What follows belongs to an exercise in optimizing a design on an open flow for small area and a short achievable clock period; a production flow would make more cautious choices.
RTL that was checked went through simulation tests only; none was proved equivalent to the original.
Power figures rest on the tool's default switching activity, not on a simulated workload.

==> v2 <==
// exec_top
module exec_top (
    input  logic                clk,
    input  logic                reset,
    input  logic                psel,
    input  logic                penable,
    input  logic                pwrite,
    input  exec_pkg::apb_addr_t paddr,
    input  exec_pkg::word_t     pwdata,
    output exec_pkg::word_t     prdata,
    output logic                pready,
    output logic                pslverr
);
    logic [31:0] a, b, s, d, imm;
    logic [21:0] cmd;
    logic [3:0]  flags;
    logic [31:0] res1, res2, op_y;
    logic        op_cin, op_shc;
    logic        restart;
    logic [31:0] s_next;
    logic [4:0]  sh_rr, sh_n5;
    logic        sh_pt, sh_rrx, sh_big, sh_gt32;
    logic [63:0] st_s, st_c;
    logic [31:0] f1_x, f1_y, f1_lo;
    logic        f1_cin, f1_shc;
    logic [31:0] f2_res1, f2_res2;
    logic [3:0]  f2_flags;
    apb_exec_regs regs_i (
        .clk      (clk),
        .reset    (reset),
        .psel     (psel),
        .penable  (penable),
        .pwrite   (pwrite),
        .paddr    (paddr),
        .pwdata   (pwdata),
        .f2_res1  (f2_res1),
        .f2_res2  (f2_res2),
        .f2_flags (f2_flags),
        .f1_x     (f1_x),
        .f1_y     (f1_y),
        .f1_lo    (f1_lo),
        .f1_cin   (f1_cin),
        .f1_shc   (f1_shc),
        .prdata   (prdata),
        .pready   (pready),
        .pslverr  (pslverr),
        .a        (a),
        .b        (b),
        .s        (s),
        .d        (d),
        .imm      (imm),
        .cmd      (cmd),
        .flags    (flags),
  ...
Settings: LEC_CHECK=0, CAP_MARGIN=20, CORE_MARGIN=2, CORE_UTILIZATION=30, PLACE_DENSITY=0.5, SLEW_MARGIN=20; clock period 10.0 ns.
run.sh (not shown) runs the stock make flow with config.mk's settings and CLKGATE_MAP_FILE= SYNTH_SCRIPT=/design/flow/synth_recipe.tcl, a recipe that flattens the netlist after the stock synthesis.
==> v12 (differences from v2) <==
--- a/flow/design.v
+++ b/flow/design.v
@@ -124,19 +124,50 @@
                 2'd1:    res1 = y;
                 2'd2:    res1 = a;
                 default: res1 = alu_res;
             endcase
         end
     end
     assign arith = alu_op == 3'd0 || alu_op == 3'd1 || alu_op == 3'd2;
+    logic [31:0] p;
+    logic [31:0] k;
+    logic        z_sum;
+    logic        z_res1;
+    assign p     = x ^ y;
+    assign k     = {x[30:0] | y[30:0], cin};
+    assign z_sum = (p ^ k) == 32'd0;
+    always_comb begin
+        if (mul_en) begin
+            if (mul_op == 3'd0 || mul_op == 3'd1) begin
+                z_res1 = lo == 32'd0;
+            end else if (mul_op == 3'd6 || mul_op == 3'd7) begin
+                z_res1 = 1'b1;
+            end else begin
+                z_res1 = z_sum;
+            end
+        end else begin
+            unique case (res_sel)
+                2'd1:    z_res1 = y == 32'd0;
+                2'd2:    z_res1 = a == 32'd0;
+                default: begin
+                    unique case (alu_op)
+                        3'd3:    z_res1 = (x & y) == 32'd0;
+                        3'd4:    z_res1 = (x | y) == 32'd0;
+                        3'd5:    z_res1 = p == 32'd0;
+                        default: z_res1 = z_sum;
+                    endcase
+                end
+            endcase
+        end
+    end
     always_comb begin
         flags_out = flags_in;
         if (set_flags) begin
             flags_out[3] = res1[31];
-            flags_out[2] = res1 == 32'd0;
+            flags_out[2] = z_res1;
             if (!mul_en) begin
                 if (res_sel == 2'd0 && arith) begin
                     flags_out[1] = sum[32];
                     flags_out[0] = (x[31] == y[31]) && (sum[31] != x[31]);
                 end else begin
                     flags_out[1] = shc;
                 end
@@ -1172,40 +1203,41 @@
     input  logic [63:0] st_c,
     input  logic [4:0]  sh_rr,
     input  logic [4:0]  sh_n5,
     input  logic        sh_pt,
     input  logic        sh_rrx,
     input  logic        sh_big,
     input  logic        sh_gt32,
+    input  logic        m_signed,  
+    input  logic        m_acc_lo,
+    input  logic        m_acc_hi,
     output logic [31:0] f1_x,      
     output logic [31:0] f1_y,      
     output logic [31:0] f1_lo,     
     output logic        f1_cin,    
     output logic        f1_shc     
 );
     logic [1:0]  kind;
     logic        use_imm;
     logic        swap;
     logic        invert;
     logic [2:0]  alu_op;
     logic        mul_en;
-    logic [2:0]  mul_op;
     logic [31:0] shifted;
     logic [31:0] bop;
     logic [31:0] x;
     logic [31:0] y0;
     logic [31:0] y;
     logic        alu_cin;
     assign kind    = cmd[21:20];
     assign use_imm = cmd[12];
     assign swap    = cmd[11];
     assign invert  = cmd[10];
     assign alu_op  = cmd[9:7];
     assign mul_en  = cmd[4];
-    assign mul_op  = cmd[3:1];
     barrel_shifter shifter_i (
         .value     (b),
         .rr        (sh_rr),
         .n5        (sh_n5),
         .kind      (kind),
         .pt        (sh_pt),
         .rrx       (sh_rrx),
@@ -1225,22 +1257,16 @@
     logic [31:0] corr;
     logic [31:0] l_s, l_m;
     logic [32:0] lo_sum;
     logic [31:0] h_a, h_b, h_c;
     logic [31:0] h1_s, h1_m;
     logic [31:0] h1_cr;
     logic [31:0] h2_s, h2_m;
-    assign is_signed = mul_op == 3'd3 || mul_op == 3'd5;
-    always_comb begin
-        unique case (mul_op)
-            3'd1:       acc = {32'd0, a};
-            3'd4, 3'd5: acc = {d, a};
-            default:    acc = 64'd0;
-        endcase
-    end
+    assign is_signed = m_signed;
+    assign acc       = {d & {32{m_acc_hi}}, a & {32{m_acc_lo}}};
     assign corr = is_signed ? ~(b[31] ? s : 32'd0) : (s[31] ? b : 32'd0);
     assign l_s    = st_s[31:0] ^ st_c[31:0] ^ acc[31:0];
     assign l_m    = (st_s[31:0] & st_c[31:0]) | (st_s[31:0] & acc[31:0]) | (st_c[31:0] & acc[31:0]);
     assign lo_sum = {1'b0, l_s} + {1'b0, l_m[30:0], 1'b0};
     assign h_a   = st_s[63:32];
     assign h_b   = st_c[63:32];
     assign h_c   = acc[63:32];
@@ -1253,48 +1279,54 @@
     assign f1_x   = mul_en ? h2_s : x;
     assign f1_y   = mul_en ? {h2_m[30:0], is_signed} : y;
     assign f1_cin = mul_en ? lo_sum[32] : alu_cin;
 endmodule
 module mul_iter (
     input  logic        clk,
     input  logic        reset,
-    input  logic        restart,    
-    input  logic [31:0] s_next,     
+    input  logic        wr_s,       
+    input  logic        wr_b,       
+    input  logic [31:0] pw_s,       
     input  logic [31:0] s,
     input  logic [31:0] b,
     output logic [63:0] st_s,
     output logic [63:0] st_c
 );
     logic        p0, p1, ph;
     logic [7:0]  one, two, neg;
     logic [7:0]  one_n, two_n, neg_n;
     logic [63:0] in_s, in_c;
     logic [63:0] out_s, out_c;
-    logic [16:0] grp;
-    always_comb begin
-        if (restart) begin
-            grp = s_next[31:15];
-        end else begin
-            grp = {s[15:0], 1'b0};
-        end
+    logic        restart;
+    function automatic logic [23:0] booth_enc(input logic [16:0] g);
+        logic [7:0] o, t, n;
         for (int k = 0; k < 8; k++) begin
-            logic b2, b1, b0;
-            b2 = grp[2 * k + 2];
-            b1 = grp[2 * k + 1];
-            b0 = grp[2 * k];
-            one_n[k] = b1 ^ b0;
-            two_n[k] = (b2 & ~b1 & ~b0) | (~b2 & b1 & b0);
-            neg_n[k] = b2 & ~(b1 & b0);
+            o[k] = g[2 * k + 1] ^ g[2 * k];
+            t[k] = (g[2 * k + 2] & ~g[2 * k + 1] & ~g[2 * k]) | (~g[2 * k + 2] & g[2 * k + 1] & g[2 * k]);
+            n[k] = g[2 * k + 2] & ~(g[2 * k + 1] & g[2 * k]);
         end
-        if (!restart && !p0) begin
-            one_n = '0;
-            two_n = '0;
-            neg_n = '0;
+        booth_enc = {o, t, n};
+    endfunction
+    logic [23:0] enc_w, enc_hi, enc_lo, enc_n;
+    assign enc_w  = booth_enc(pw_s[31:15]);
+    assign enc_hi = booth_enc(s[31:15]);
+    assign enc_lo = booth_enc({s[15:0], 1'b0});
+    always_comb begin
+        if (wr_s) begin
+            enc_n = enc_w;
+        end else if (wr_b) begin
+            enc_n = enc_hi;
+        end else if (p0) begin
+            enc_n = enc_lo;
+        end else begin
+            enc_n = '0;
         end
     end
+    assign {one_n, two_n, neg_n} = enc_n;
+    assign restart = wr_s || wr_b;
     always_ff @(posedge clk) begin
         if (reset) begin
             p0  <= 1'b0;
             p1  <= 1'b0;
             ph  <= 1'b0;
             one <= '0;
             two <= '0;
@@ -1361,16 +1393,19 @@
     output logic [21:0] cmd,
     output logic [3:0]  flags,
     output logic [31:0] res1,      
     output logic [31:0] res2,      
     output logic [31:0] op_y,
     output logic        op_cin,
     output logic        op_shc,
-    output logic        restart,
-    output logic [31:0] s_next,
+    output logic        wr_s,
+    output logic        wr_b,
+    output logic        m_signed,
+    output logic        m_acc_lo,
+    output logic        m_acc_hi,
     output logic [4:0]  sh_rr,
     output logic [4:0]  sh_n5,
     output logic        sh_pt,
     output logic        sh_rrx,
     output logic        sh_big,
     output logic        sh_gt32
 );
@@ -1390,16 +1425,16 @@
     assign hit_cmd   = paddr == exec_pkg::REG_CMD;
     assign hit_res1  = paddr == exec_pkg::REG_RES1;
     assign hit_res2  = paddr == exec_pkg::REG_RES2;
     assign hit_flags = paddr == exec_pkg::REG_FLAGS;
     assign mapped    = hit_a || hit_b || hit_s || hit_d || hit_imm || hit_cmd || hit_res1 || hit_res2 || hit_flags;
     assign setup   = psel && !penable;
     assign wr      = setup && pwrite;
-    assign restart = wr && (hit_b || hit_s);
-    assign s_next  = (wr && hit_s) ? pwdata : s;
+    assign wr_s    = wr && hit_s;
+    assign wr_b    = wr && hit_b;
     assign pready  = 1'b1;
     logic [1:0] w_kind;
     logic [4:0] w_amt;
     logic       w_by_reg;
     logic [8:0] w_n;
     logic       w_rrx;
     logic       w_pt;
@@ -1433,14 +1468,17 @@
         if (wr && hit_cmd) begin
             sh_rr   <= w_rr;
             sh_n5   <= w_n[4:0];
             sh_pt   <= w_pt;
             sh_rrx  <= w_rrx && !pwdata[13];
             sh_big  <= w_n >= 9'd32;
             sh_gt32 <= w_n > 9'd32;
+            m_signed <= pwdata[3:1] == 3'd3 || pwdata[3:1] == 3'd5;
+            m_acc_lo <= pwdata[3:1] == 3'd1 || pwdata[3:1] == 3'd4 || pwdata[3:1] == 3'd5;
+            m_acc_hi <= pwdata[3:1] == 3'd4 || pwdata[3:1] == 3'd5;
         end
     end
     assign res1_nx  = start2 ? f2_res1 : res1;
     assign res2_nx  = start2 ? f2_res2 : res2;
     assign flags_nx = (start2 && cmd[0]) ? f2_flags : flags;
     always_ff @(posedge clk) begin
         if (reset) begin
@@ -1513,16 +1551,16 @@
     output logic                pslverr
 );
     logic [31:0] a, b, s, d, imm;
     logic [21:0] cmd;
     logic [3:0]  flags;
     logic [31:0] res1, res2, op_y;
     logic        op_cin, op_shc;
-    logic        restart;
-    logic [31:0] s_next;
+    logic        wr_s, wr_b;
+    logic        m_signed, m_acc_lo, m_acc_hi;
     logic [4:0]  sh_rr, sh_n5;
     logic        sh_pt, sh_rrx, sh_big, sh_gt32;
     logic [63:0] st_s, st_c;
     logic [31:0] f1_x, f1_y, f1_lo;
     logic        f1_cin, f1_shc;
     logic [31:0] f2_res1, f2_res2;
     logic [3:0]  f2_flags;
@@ -1553,28 +1591,32 @@
         .cmd      (cmd),
         .flags    (flags),
         .res1     (res1),
         .res2     (res2),
         .op_y     (op_y),
         .op_cin   (op_cin),
         .op_shc   (op_shc),
-        .restart  (restart),
-        .s_next   (s_next),
+        .wr_s     (wr_s),
+        .wr_b     (wr_b),
+        .m_signed (m_signed),
+        .m_acc_lo (m_acc_lo),
+        .m_acc_hi (m_acc_hi),
         .sh_rr    (sh_rr),
         .sh_n5    (sh_n5),
         .sh_pt    (sh_pt),
         .sh_rrx   (sh_rrx),
         .sh_big   (sh_big),
         .sh_gt32  (sh_gt32)
     );
     mul_iter mul_i (
         .clk     (clk),
         .reset   (reset),
-        .restart (restart),
-        .s_next  (s_next),
+        .wr_s    (wr_s),
+        .wr_b    (wr_b),
+        .pw_s    (pwdata),
         .s       (s),
         .b       (b),
         .st_s    (st_s),
         .st_c    (st_c)
     );
     alu_block f1_i (
         .a       (a),
@@ -1588,14 +1630,17 @@
         .st_c    (st_c),
         .sh_rr   (sh_rr),
         .sh_n5   (sh_n5),
         .sh_pt   (sh_pt),
         .sh_rrx  (sh_rrx),
         .sh_big  (sh_big),
         .sh_gt32 (sh_gt32),
+        .m_signed (m_signed),
+        .m_acc_lo (m_acc_lo),
+        .m_acc_hi (m_acc_hi),
         .f1_x    (f1_x),
         .f1_y    (f1_y),
         .f1_lo   (f1_lo),
         .f1_cin  (f1_cin),
         .f1_shc  (f1_shc)
     );
     alu_core f2_i (
==> flow/flow/run.sh (new file) <==
#!/bin/bash
set -o pipefail
export SETUP_SLACK_MARGIN=6.5
bash standard.sh > standard.log 2>&1
==> flow/standard.sh (new file) <==
#!/bin/bash
# synth_recipe.tcl (not shown) runs the flow's synth.tcl, then flattens the netlist and writes it again
# the make line also repeats each setting of config.mk as NAME=value (left out here)
make -C /OpenROAD-flow-scripts/flow DESIGN_CONFIG=/design/flow/config.mk WORK_HOME=/design/flow/orfs CLKGATE_MAP_FILE= SYNTH_SCRIPT=/design/flow/synth_recipe.tcl "${@:-finish}"
removed: flow/run.sh
==> v34 (differences from v2) <==
- ABC_AREA: default -> 1
==> qor summary <==
| quantity | v12 | v34 | v2 |
|---|---|---|---|
| Worst ir drop on vdd | 0.180 mV | 0.123 mV | 0.0937 mV |
| Combined buffer and inverter count along the critical path | 5 | 8 | 4 |
| Post-CTS sizing | 508 | 0 | 0 |
| Reg clk slew, reported paths | 0.07 ns | 0.06 ns | 0.06 ns |
| First-pass GRT wire length | 340 mm | 314 mm | 311 mm |
| Sum of internal, switching and leakage power | 4.44 mW | 4.67 mW | 4.60 mW |
| Outcome | timing/DRC/antenna clean | timing/DRC/antenna clean | timing/DRC/antenna clean |
| Synthesized flop and latch total | 491 | 488 | 488 |
| Post-layout nets | 6,035 | 6,547 | 5,680 |
| Non-clock buffers, area share | 9.07% | 3.29% | 3.71% |
| Worst setup slack after placement | 4.71 ns | 4.29 ns | 4.49 ns |
| Power Sequential | 1.96 mW | 1.96 mW | 1.95 mW |
| Via count | 45,900 | 44,400 | 42,100 |
| Relative slew margins | 26.4% | 21.3% | 13.2% |
| Reg-to-Reg End | regs_i.res2[30]$_SDFF_PP0_ | regs_i.res2[25]$_SDFF_PP0_ | regs_i.op_cin$_DFF_P_ |
| Core region area | 0.150 mm² | 0.146 mm² | 0.147 mm² |
| Synthesized area divided by synthesized cell count | 8.28 µm² | 7.18 µm² | 8.33 µm² |
| Number of synthesized flops with an enable pin | 17 | 14 | 14 |
| Multi-In Gates | 4,023 | 4,281 | 3,859 |
| Data arrival time at the worst-slack endpoint | 4.35 ns | 5.64 ns | 5.56 ns |
| Multiplexer share of the synthesized area | 5.68% | 0.634% | 6.46% |
Only the layout flow was run in v12; the RTL was not checked for function there.

## port drivers added, routing unchanged
No port has a modelled driver above. Below, the same layouts with a new extraction and two added sets of constraints.
Step 1 (the two cells are an assumption about what drives the block):
set clk [get_ports {clk}]
set_driving_cell -lib_cell sky130_fd_sc_hd__clkbuf_16 $clk
set_driving_cell -lib_cell sky130_fd_sc_hd__buf_2 [delete_from_list [all_inputs] $clk]
Step 2 also shifts input and output timing later by t, the mid clock arrival at the registers, as if the neighbouring blocks saw the same clock.
a / b / c = no drivers / after step 1 / after step 2; a / b = the first two.
run | t (ns) | slack for setup (ns) | hold slack, ns
v2 | 0.730 | 5.017 / 5.073 / 4.343 | 0.465 / 0.465 / 0.465
v12 | 0.762 | 6.193 / 6.193 / 5.764 | 0.469 / 0.469 / 0.469
v34 | 0.762 | 4.922 / 4.979 / 4.217 | 0.466 / 0.466 / 0.466
After both steps setup and hold are still met in every run listed. For v34, which loses most, drivers alone change the setup slack by +0.057 ns; drivers and shift together by -0.705 ns.
